From an optimization exercise on the open Yosys and OpenROAD flow, aimed at small area, a short achievable clock period and few clock cycles; shortcuts taken in it are not production practice. Where RTL was checked, it was by simulation tests only, not by an equivalence proof against the original. Power is estimated from default activity; no workload was simulated.

## lagoon
==> flow/design.v <==
`default_nettype none
package battleship_pkg;
    localparam int BOARD_ROWS  = 10;
    localparam int BOARD_COLS  = 10;
    localparam int NUM_SHIPS   = 5;
    localparam int FLEET_CELLS = 17;         
    typedef logic [3:0] coord_t;             
    typedef logic [2:0] ship_len_t;          
    typedef logic [2:0] ship_idx_t;          
    typedef logic [4:0] hit_count_t;         
    localparam logic [3*NUM_SHIPS-1:0] SHIP_LENGTHS = {3'd2, 3'd3, 3'd3, 3'd4, 3'd5};
    typedef enum logic [1:0] {
        cell_empty = 2'b00,
        cell_miss  = 2'b01,
        cell_hit   = 2'b10,
        cell_ship  = 2'b11
    } cell_t;
    typedef enum logic [2:0] {
        rk_placed   = 3'd0,
        rk_rejected = 3'd1,
        rk_miss     = 3'd2,
        rk_hit      = 3'd3,
        rk_win      = 3'd4
    } report_kind_t;
    typedef struct packed {
        logic   player;
        logic   horizontal;                  
        coord_t row;
        coord_t col;
    } request_t;
    typedef struct packed {
        report_kind_t kind;
        coord_t       row;
        coord_t       col;
        logic         player;                
    } report_t;
endpackage
`default_nettype wire
`timescale 1ns/1ps
`default_nettype none
module battleship_top (
    input  logic        clk,
    input  logic        reset,
    input  logic        read,
    input  logic [9:0]  req,
    output logic [11:0] data_out,
    output logic        data_ready
);
    localparam logic [2:0] K_PLACED = 3'd0, K_REJ = 3'd1, K_MISS = 3'd2,
                           K_HIT = 3'd3, K_WIN = 3'd4;
    function automatic logic ge4(input logic [3:0] a, input logic [3:0] b);
        logic [3:0] g, p;
        g = a & ~b;
        p = a | ~b;
        ge4 = g[3]
            | (p[3] & g[2])
            | (p[3] & p[2] & g[1])
            | (p[3] & p[2] & p[1] & p[0]);
    endfunction
    function automatic logic [3:0] sub_sat(input logic [3:0] a, input int k);
        sub_sat = 4'd0;
        for (int v = 0; v < 16; v++)
            if (a == 4'(v))
                sub_sat = (v >= k) ? 4'(v - k) : 4'd0;
    endfunction
    function automatic logic [3:0] add_k(input logic [3:0] a, input int k);
        add_k = 4'd0;
        for (int v = 0; v < 16; v++)
            if (a == 4'(v))
                add_k = 4'(v + k);
    endfunction
    localparam logic [4:0] HITS_16 = 5'b10111;
    function automatic logic [4:0] lfsr_next(input logic [4:0] v);
        lfsr_next = {v[3:0], !(v[4] ^ v[2])};
    endfunction
    function automatic int lm1_of(input int k);
        case (k)
            0:       lm1_of = 4;
            1:       lm1_of = 3;
            4:       lm1_of = 1;
            default: lm1_of = 2;
        endcase
    endfunction
    logic        placing_q;          
    logic        over_q;             
    logic        turn_q;             
    logic        bsel_q;             
    logic [4:0]  sidx_q;             
    logic [4:0]  hits [2];           
    logic        f_place;            
    logic        f_shot;             
    logic        f_hit;              
    logic        f_win;              
    logic [3:0]  srow [10];          
    logic [3:0]  scol [10];
    logic        shor [10];
    logic [9:0]  shot0 [10];         
    logic [9:0]  shot1 [10];
    logic        placing, over, turn, bsel;
    logic [4:0]  sidx;
    logic        last_ship;          
    assign last_ship = f_place && sidx_q[4];
    assign placing = placing_q && !(last_ship && turn_q);
    assign over    = over_q || f_win;
    assign turn    = turn_q ^ (f_shot || last_ship);
    assign bsel    = bsel_q ^ (f_shot || (last_ship && !turn_q));
    assign sidx    = f_place ? {sidx_q[3:0], sidx_q[4]} : sidx_q;
    logic       p, h;
    logic [3:0] r, c;
    assign p = req[9];
    assign h = req[8];
    assign r = req[7:4];
    assign c = req[3:0];
    logic shooting;
    assign shooting = !placing && !over;
    logic [4:0] valid;
    logic [3:0] r_lo [5], r_hi [5], c_lo [5], c_hi [5];
    logic [3:0] r_lo_v [5], c_lo_h [5];
    always_comb
    begin
        for (int i = 0; i < 5; i++)
        begin
            logic [3:0] sr, sc;
            logic       sh;
            sr = bsel ? srow[5+i] : srow[i];
            sc = bsel ? scol[5+i] : scol[i];
            sh = bsel ? shor[5+i] : shor[i];
            r_lo[i] = sr;
            c_lo[i] = sc;
            r_hi[i] = sh ? sr : add_k(sr, lm1_of(i));
            c_hi[i] = sh ? add_k(sc, lm1_of(i)) : sc;
            if (i == 0 && sidx[1])
            begin
                r_lo_v[i] = sub_sat(sr, 3);
                c_lo_h[i] = sub_sat(sc, 3);
            end
            else if (sidx[4])
            begin
                r_lo_v[i] = sub_sat(sr, 1);
                c_lo_h[i] = sub_sat(sc, 1);
            end
            else
            begin
                r_lo_v[i] = sub_sat(sr, 2);
                c_lo_h[i] = sub_sat(sc, 2);
            end
        end
        valid[0] = !placing || !sidx[0];
        valid[1] = !placing || !(sidx[0] || sidx[1]);
        valid[2] = !placing || sidx[3] || sidx[4];
        valid[3] = !placing || sidx[4];
        valid[4] = !placing;
    end
    logic hz, vt;                    
    assign hz = placing && h;
    assign vt = placing && !h;
    logic overlap;
    always_comb
    begin
        overlap = 1'b0;
        for (int i = 0; i < 5; i++)
        begin
            logic ok_r, ok_c;
            ok_r = ge4(r_hi[i], r) && (vt ? ge4(r, r_lo_v[i]) : ge4(r, r_lo[i]));
            ok_c = ge4(c_hi[i], c) && (hz ? ge4(c, c_lo_h[i]) : ge4(c, c_lo[i]));
            overlap = overlap || (valid[i] && ok_r && ok_c);
        end
    end
    logic [9:0] rsel, csel;
    always_comb
    begin
        for (int i = 0; i < 10; i++)
        begin
            rsel[i] = (r == 4'(i));
            csel[i] = (c == 4'(i));
        end
    end
    logic was_shot;
    always_comb
    begin
        was_shot = 1'b0;
        for (int j = 0; j < 10; j++)
        begin
            logic colbit;
            colbit = 1'b0;
            for (int i = 0; i < 10; i++)
                colbit = colbit || (rsel[i] && turn && shot0[i][j])
                                || (rsel[i] && !turn && shot1[i][j]);
            was_shot = was_shot || (csel[j] && colbit);
        end
    end
    logic fits, turn_ok, on_board;
    logic [3:0] lim;
    always_comb
    begin
        if (sidx[0])      lim = 4'd5;        
        else if (sidx[1]) lim = 4'd6;
        else if (sidx[4]) lim = 4'd8;
        else              lim = 4'd7;
    end
    assign on_board = (r < 4'd10) && (c < 4'd10);
    assign fits     = h ? ((r < 4'd10) && ge4(lim, c)) : ((c < 4'd10) && ge4(lim, r));
    assign turn_ok  = (p == turn);
    logic place_ok, shot_ok, hit, win, last_hit;
    assign last_hit = bsel ? (hits[1] == HITS_16) : (hits[0] == HITS_16);
    assign place_ok = placing && turn_ok && fits && !overlap;
    assign shot_ok  = shooting && turn_ok && on_board && !was_shot;
    assign hit      = shot_ok && overlap;
    assign win      = hit && last_hit;
    assign data_out[11] = f_win;
    assign data_out[10] = f_shot && !f_win;
    assign data_out[9]  = (!f_place && !f_shot) || (f_hit && !f_win);
    always_ff @(posedge clk)
    begin
        data_out[8:0] <= {r, c, p};
        if (reset)
        begin
            data_ready <= 1'b0;
            placing_q  <= 1'b1;
            over_q     <= 1'b0;
            turn_q     <= 1'b0;
            bsel_q     <= 1'b0;
            sidx_q     <= 5'b00001;
            hits[0]    <= '0;
            hits[1]    <= '0;
            f_place    <= 1'b0;
            f_shot     <= 1'b0;
            f_hit      <= 1'b0;
            f_win      <= 1'b0;
        end
        else
        begin
            data_ready <= read;
            placing_q  <= placing;
            over_q     <= over;
            turn_q     <= turn;
            bsel_q     <= bsel;
            sidx_q     <= sidx;
            if (f_hit)
            begin
                if (bsel_q) hits[1] <= lfsr_next(hits[1]);
                else        hits[0] <= lfsr_next(hits[0]);
            end
            f_place    <= read && place_ok;
            f_shot     <= read && shot_ok;
            f_hit      <= read && hit;
            f_win      <= read && win;
        end
    end
    always_ff @(posedge clk)
    begin
        for (int k = 0; k < 5; k++)
        begin
            if (placing && sidx[k])
            begin
                if (turn)
                begin
                    srow[5+k] <= r;
                    scol[5+k] <= c;
                    shor[5+k] <= h;
                end
                else
                begin
                    srow[k] <= r;
                    scol[k] <= c;
                    shor[k] <= h;
                end
            end
        end
    end
    logic [9:0] mark0, mark1;
    always_comb
    begin
        for (int i = 0; i < 10; i++)
        begin
            mark0[i] = !reset && read && shooting && p && turn && rsel[i];
            mark1[i] = !reset && read && shooting && !p && !turn && rsel[i];
        end
    end
    always_ff @(posedge clk)
    begin
        for (int i = 0; i < 10; i++)
            for (int j = 0; j < 10; j++)
            begin
                shot0[i][j] <= (shot0[i][j] && !reset) || (mark0[i] && csel[j]);
                shot1[i][j] <= (shot1[i][j] && !reset) || (mark1[i] && csel[j]);
            end
    end
endmodule
`default_nettype wire
clock: 9.0 ns
lec_check: 0
abc_area: 1
cap_margin: 20
core_margin: 2
core_utilization: 55
cts_buf_list: sky130_fd_sc_hd__clkbuf_4 sky130_fd_sc_hd__clkbuf_8
setup_slack_margin: 5
slew_margin: 20
run.sh (not shown) runs the stock make flow with config.mk's settings and CLKGATE_MAP_FILE= SYNTH_SCRIPT=/design/flow/synth_recipe.tcl, a recipe that flattens the netlist after the stock synthesis.
Testbench counts of lagoon, summed over its fixed seeds: cycles 2,888.
Changes in onyx relative to lagoon:
--- a/flow/design.v
+++ b/flow/design.v
@@ -86,26 +86,26 @@
     logic        turn_q;             
     logic        bsel_q;             
     logic [4:0]  sidx_q;             
     logic [4:0]  hits [2];           
     logic        f_place;            
-    logic        f_shot;             
+    logic        f_end;              
+    logic        f_tflip;            
+    logic        f_bflip;            
     logic        f_hit;              
     logic        f_win;              
     logic [3:0]  srow [10];          
     logic [3:0]  scol [10];
     logic        shor [10];
     logic [9:0]  shot0 [10];         
     logic [9:0]  shot1 [10];
     logic        placing, over, turn, bsel;
     logic [4:0]  sidx;
-    logic        last_ship;          
-    assign last_ship = f_place && sidx_q[4];
-    assign placing = placing_q && !(last_ship && turn_q);
+    assign placing = placing_q && !f_end;
     assign over    = over_q || f_win;
-    assign turn    = turn_q ^ (f_shot || last_ship);
-    assign bsel    = bsel_q ^ (f_shot || (last_ship && !turn_q));
+    assign turn    = turn_q ^ f_tflip;
+    assign bsel    = bsel_q ^ f_bflip;
     assign sidx    = f_place ? {sidx_q[3:0], sidx_q[4]} : sidx_q;
     logic       p, h;
     logic [3:0] r, c;
     assign p = req[9];
     assign h = req[8];
@@ -205,16 +205,22 @@
     assign last_hit = bsel ? (hits[1] == HITS_16) : (hits[0] == HITS_16);
     assign place_ok = placing && turn_ok && fits && !overlap;
     assign shot_ok  = shooting && turn_ok && on_board && !was_shot;
     assign hit      = shot_ok && overlap;
     assign win      = hit && last_hit;
-    assign data_out[11] = f_win;
-    assign data_out[10] = f_shot && !f_win;
-    assign data_out[9]  = (!f_place && !f_shot) || (f_hit && !f_win);
+    logic [2:0] kind;
+    always_comb
+    begin
+        if (place_ok)     kind = K_PLACED;
+        else if (win)     kind = K_WIN;
+        else if (hit)     kind = K_HIT;
+        else if (shot_ok) kind = K_MISS;
+        else              kind = K_REJ;
+    end
     always_ff @(posedge clk)
     begin
-        data_out[8:0] <= {r, c, p};
+        data_out <= {kind, r, c, p};
         if (reset)
         begin
             data_ready <= 1'b0;
             placing_q  <= 1'b1;
             over_q     <= 1'b0;
@@ -222,11 +228,13 @@
             bsel_q     <= 1'b0;
             sidx_q     <= 5'b00001;
             hits[0]    <= '0;
             hits[1]    <= '0;
             f_place    <= 1'b0;
-            f_shot     <= 1'b0;
+            f_end      <= 1'b0;
+            f_tflip    <= 1'b0;
+            f_bflip    <= 1'b0;
             f_hit      <= 1'b0;
             f_win      <= 1'b0;
         end
         else
         begin
@@ -240,11 +248,13 @@
             begin
                 if (bsel_q) hits[1] <= lfsr_next(hits[1]);
                 else        hits[0] <= lfsr_next(hits[0]);
             end
             f_place    <= read && place_ok;
-            f_shot     <= read && shot_ok;
+            f_end      <= read && place_ok && sidx[4] && turn;
+            f_tflip    <= read && (shot_ok || (place_ok && sidx[4]));
+            f_bflip    <= read && (shot_ok || (place_ok && sidx[4] && !turn));
             f_hit      <= read && hit;
             f_win      <= read && win;
         end
     end
     always_ff @(posedge clk)
@@ -271,20 +281,20 @@
     logic [9:0] mark0, mark1;
     always_comb
     begin
         for (int i = 0; i < 10; i++)
         begin
-            mark0[i] = !reset && read && shooting && p && turn && rsel[i];
-            mark1[i] = !reset && read && shooting && !p && !turn && rsel[i];
+            mark0[i] = read && shooting && p && turn && rsel[i];
+            mark1[i] = read && shooting && !p && !turn && rsel[i];
         end
     end
     always_ff @(posedge clk)
     begin
         for (int i = 0; i < 10; i++)
             for (int j = 0; j < 10; j++)
             begin
-                shot0[i][j] <= (shot0[i][j] && !reset) || (mark0[i] && csel[j]);
-                shot1[i][j] <= (shot1[i][j] && !reset) || (mark1[i] && csel[j]);
+                shot0[i][j] <= !reset && (shot0[i][j] || (mark0[i] && csel[j]));
+                shot1[i][j] <= !reset && (shot1[i][j] || (mark1[i] && csel[j]));
             end
     end
 endmodule
 `default_nettype wire
### Flow results
- onyx finished every stage and its layout cleared the timing, design-rule and antenna checks.
- Between onyx and lagoon, setup slack after placement is higher for lagoon, onyx comes in under that.
- Delta(via count, onyx - lagoon) > 0
- Number of enable-type register cells in the synthesized netlist: lagoon vs onyx identical
- Looking at worst endpoint data arrival time, onyx sits 0.13 ns below lagoon.
- Row share of the cycle needed by the critical path after routing: onyx lower / lagoon higher
- Relative to lagoon, onyx improves final worst-path setup slack.
- onyx vs lagoon: core area up in onyx
- Relative to lagoon, depth of the worst register-to-register path has gone up in onyx.
- Comparing synthesized instance count for onyx and lagoon, the smaller number came from lagoon.
- Antenna cell count across onyx and lagoon: no real change.
- Diff lagoon -> onyx: final design instance area without fill picked up an extra about 7%, share of power burned in the clock network lost 1.6 points.
The RTL of onyx was laid out without a check of its function.

==> what the ideal ports hide <==
The results above use ideal ports. As a check the final layouts listed here were re-extracted and re-timed, cells and wires unchanged.
Step 1 sets driving cells, clkbuf_16 on the clock port and buf_2 on the other inputs (assumed; they add their load-dependent delay and slew).
Step 2 moves the port delays by t, midway between the first and last clock arrival at a register: inputs arrive t later, outputs are due t later. That takes back most of the time a late clock gives input paths.
a / b / c = no drivers / after step 1 / after step 2; a / b = the first two.
run | t, ns | slack for setup (ns) | hold slack, ns | clock arrival spread, ns | worst register clock-pin slew, ns
lagoon | 0.627 | 4.987 / 5.012 / 4.384 | 0.454 / 0.454 / 0.454 | 0.039 / 0.039 | 0.07 / 0.07
onyx | 0.641 | 5.099 / 5.131 / 4.490 | 0.452 / 0.452 / 0.452 | 0.027 / 0.026 | 0.07 / 0.07
After both steps setup and hold are still met in every run listed. For onyx, which loses most, drivers alone change the setup slack by +0.032 ns; drivers and shift together by -0.609 ns.
